From an optimization exercise on the open Yosys and OpenROAD flow, aimed at small area, a short achievable clock period and few clock cycles; shortcuts taken in it are not production practice.
In this exercise RTL edits were held to simulation tests only and were not proved equivalent to the original.
Power figures rest on the tool's default switching activity, not on a simulated workload.

## before
// decaying_tone_synth
module decaying_tone_synth (
  input  logic                                clk,
  input  logic                                rst,
  input  logic                                in_valid,
  output logic                                in_ready,
  input  logic                                start_req,
  output logic                                out_valid,
  input  logic                                out_ready,
  output logic signed [dts_pkg::SAMPLE_W-1:0] sample,
  output logic                                done_res,
  input  logic                                cfg_valid,
  output logic                                cfg_ready,
  input  logic [dts_pkg::CFG_IDX_W-1:0]       cfg_index,
  input  logic [dts_pkg::CFG_DATA_W-1:0]      cfg_data
);
  logic                   accept;
  logic                   cfg_we;
  logic                   res_valid;
  logic                   res_done;
  logic [dts_pkg::Y_W-1:0] res_y;
  dts_ctrl u_ctrl (
    .clk       (clk),
    .rst       (rst),
    .in_valid  (in_valid),
    .in_ready  (in_ready),
    .out_valid (out_valid),
    .out_ready (out_ready),
    .cfg_valid (cfg_valid),
    .cfg_ready (cfg_ready),
    .accept    (accept),
    .cfg_we    (cfg_we),
    .res_valid (res_valid),
    .res_done  (res_done),
    .res_y     (res_y),
    .sample    (sample),
    .done_res  (done_res)
  );
  dts_datapath u_datapath (
    .clk       (clk),
    .rst       (rst),
    .accept    (accept),
    .start_req (start_req),
    .cfg_we    (cfg_we),
    .cfg_index (cfg_index),
    .cfg_data  (cfg_data),
    .res_valid (res_valid),
    .res_done  (res_done),
    .res_y     (res_y)
  );
endmodule
==> flow/config.mk <==
export PLATFORM = sky130hd
export DESIGN_NAME = decaying_tone_synth
export DESIGN_NICKNAME = decaying_tone_synth
export VERILOG_FILES = /design/flow/design.v
export SDC_FILE = /design/flow/constraint.sdc
export NUM_CORES = 4
export LEC_CHECK = 0
export CAP_MARGIN = 60
export CORE_MARGIN = 2
export CORE_UTILIZATION = 40
export PLACE_DENSITY = 0.6
export SLEW_MARGIN = 60
export SYNTH_MEMORY_MAX_BITS = 16384
==> flow/constraint.sdc <==
create_clock -name core_clock -period 10.0 [get_ports {clk}]
set_input_delay 2.0000 -clock core_clock [delete_from_list [all_inputs] [get_ports {clk}]]
set_output_delay 2.0000 -clock core_clock [all_outputs]
set_load 0.01 [all_outputs]
standard.sh (not shown) runs the stock make flow with config.mk's settings and CLKGATE_MAP_FILE= SYNTH_SCRIPT=/design/flow/synth_recipe.tcl, a recipe that flattens the netlist after the stock synthesis.
==> flow/flow/run.sh <==
#!/bin/bash
set -euo pipefail
sed 's/"\${@:-finish}"/SETUP_SLACK_MARGIN=6.9 "${@:-finish}"/' standard.sh > standard_margin.sh
grep -q 'SETUP_SLACK_MARGIN=6.9' standard_margin.sh
bash standard_margin.sh > flow_make.log 2>&1
Testbench counts of before, summed over its fixed seeds: cycles 12,816.
Changes in after relative to before:
- a change of PLACE_DENSITY from 0.6 to 0.45
- a change of CORE_UTILIZATION from 40 to 25
==> flow/flow/run.sh <==
#!/bin/bash
set -euo pipefail
sed 's/"\${@:-finish}"/SETUP_SLACK_MARGIN=7.2 "${@:-finish}"/' standard.sh > standard_margin.sh
grep -q 'SETUP_SLACK_MARGIN=7.2' standard_margin.sh
bash standard_margin.sh > flow_make.log 2>&1
==> comparison <==
- When the final numbers for before and after were put side by side, the setup fix buffers added after clock tree synthesis turned out to be smaller in before.
- after: non-clock buffer count is 154 higher than what before reported.
- Across both runs, final antenna diode count was higher for after than for before.
- Summary: with before as the reference, fill cell total of the finished layout in after moved up by more than half.
- Row power share of the combinational group: after higher / before lower
- Between before and after, the power drawn by the clock network figures differ only marginally.
- Cmp before and after / growth of design area from synthesis to finish / lower: before
- after ended up with more standard cells than before.
- Initial detailed-routing violation count improves in after relative to before.
- Looking at die area, after sits above before.
- Summary: with before as the reference, power in after moved up by a little under 10%.

== the previous run ==
Starting RTL as in the previous note.
==> flow/config.mk <==
export PLATFORM = sky130hd
export DESIGN_NAME = decaying_tone_synth
export DESIGN_NICKNAME = decaying_tone_synth
export VERILOG_FILES = /design/flow/design.v
export SDC_FILE = /design/flow/constraint.sdc
export NUM_CORES = 4
export LEC_CHECK = 0
export CAP_MARGIN = 20
export CORE_MARGIN = 2
export CORE_UTILIZATION = 25
export PLACE_DENSITY = 0.45
export SLEW_MARGIN = 20
export SYNTH_MEMORY_MAX_BITS = 16384
==> flow/constraint.sdc <==
create_clock -name core_clock -period 10.0 [get_ports {clk}]
set_input_delay 2.0000 -clock core_clock [delete_from_list [all_inputs] [get_ports {clk}]]
set_output_delay 2.0000 -clock core_clock [all_outputs]
set_load 0.01 [all_outputs]
==> flow/flow/run.sh <==
#!/bin/bash
set -euo pipefail
sed 's/"\${@:-finish}"/SETUP_SLACK_MARGIN=6.6 "${@:-finish}"/' standard.sh > standard_margin.sh
grep -q 'SETUP_SLACK_MARGIN=6.6' standard_margin.sh
bash standard_margin.sh > flow_make.log 2>&1
Testbench counts of the previous run, summed over its fixed seeds: cycles 12,816.
--- input diff the previous run..the current run ---
Settings: SLEW_MARGIN changed from 20 to 60; CAP_MARGIN changed from 20 to 60.
==> flow/run.sh (new file) <==
#!/bin/bash
# synth_recipe.tcl (not shown) runs the flow's synth.tcl, then flattens the netlist and writes it again
# the make line also repeats each setting of config.mk as NAME=value (left out here)
make -C /OpenROAD-flow-scripts/flow DESIGN_CONFIG=/design/flow/config.mk WORK_HOME=/design/flow/orfs CLKGATE_MAP_FILE= SYNTH_SCRIPT=/design/flow/synth_recipe.tcl finish
removed: flow/flow/run.sh
removed: flow/standard.sh
- Compared with the previous run, wire length in the current run decreased by a few percent.
- Taking the previous run as the reference, in the current run count of buffering cells on the critical path with inverters included now larger; least setup slack across all paths after layout -320 ps; total leakage power stayed essentially flat; final area about even.
- The uppermost signal routing layer after detailed routing comes out met5 in one run and met4 in the other, namely in the previous run and the current run respectively.
- The current run reports its destination of the critical timing path as u_datapath.s1_x[4] while the previous run reports u_datapath.s1_x[7].

[re-timing with driven ports]
No port has a modelled driver above. Below, the same layouts with a new extraction and two added sets of constraints. Step 1 assumes that a clkbuf_16 drives the clock port and a buf_2 every other input. Step 2, shift: input delay + t, output delay - t, t = (earliest + latest rising clock arrival at the registers) / 2. This alone moves slack from input paths to output paths. Slacks: no drivers / after step 1 / after step 2; pairs: no drivers / after step 1.
run	t, ns	setup slack, ns	pins driven straight from the clock port
before	0.696	6.759 / 6.759 / 6.368	1
after	0.701	6.747 / 6.724 / 6.549	1
the previous run	0.698	6.462 / 6.462 / 6.158	1
the current run	0.707	6.139 / 6.139 / 6.139	1
After both steps every run listed still meets setup and hold. The setup slack of before, which loses most, moves by 0.000 ns with the drivers and by -0.391 ns with both steps.
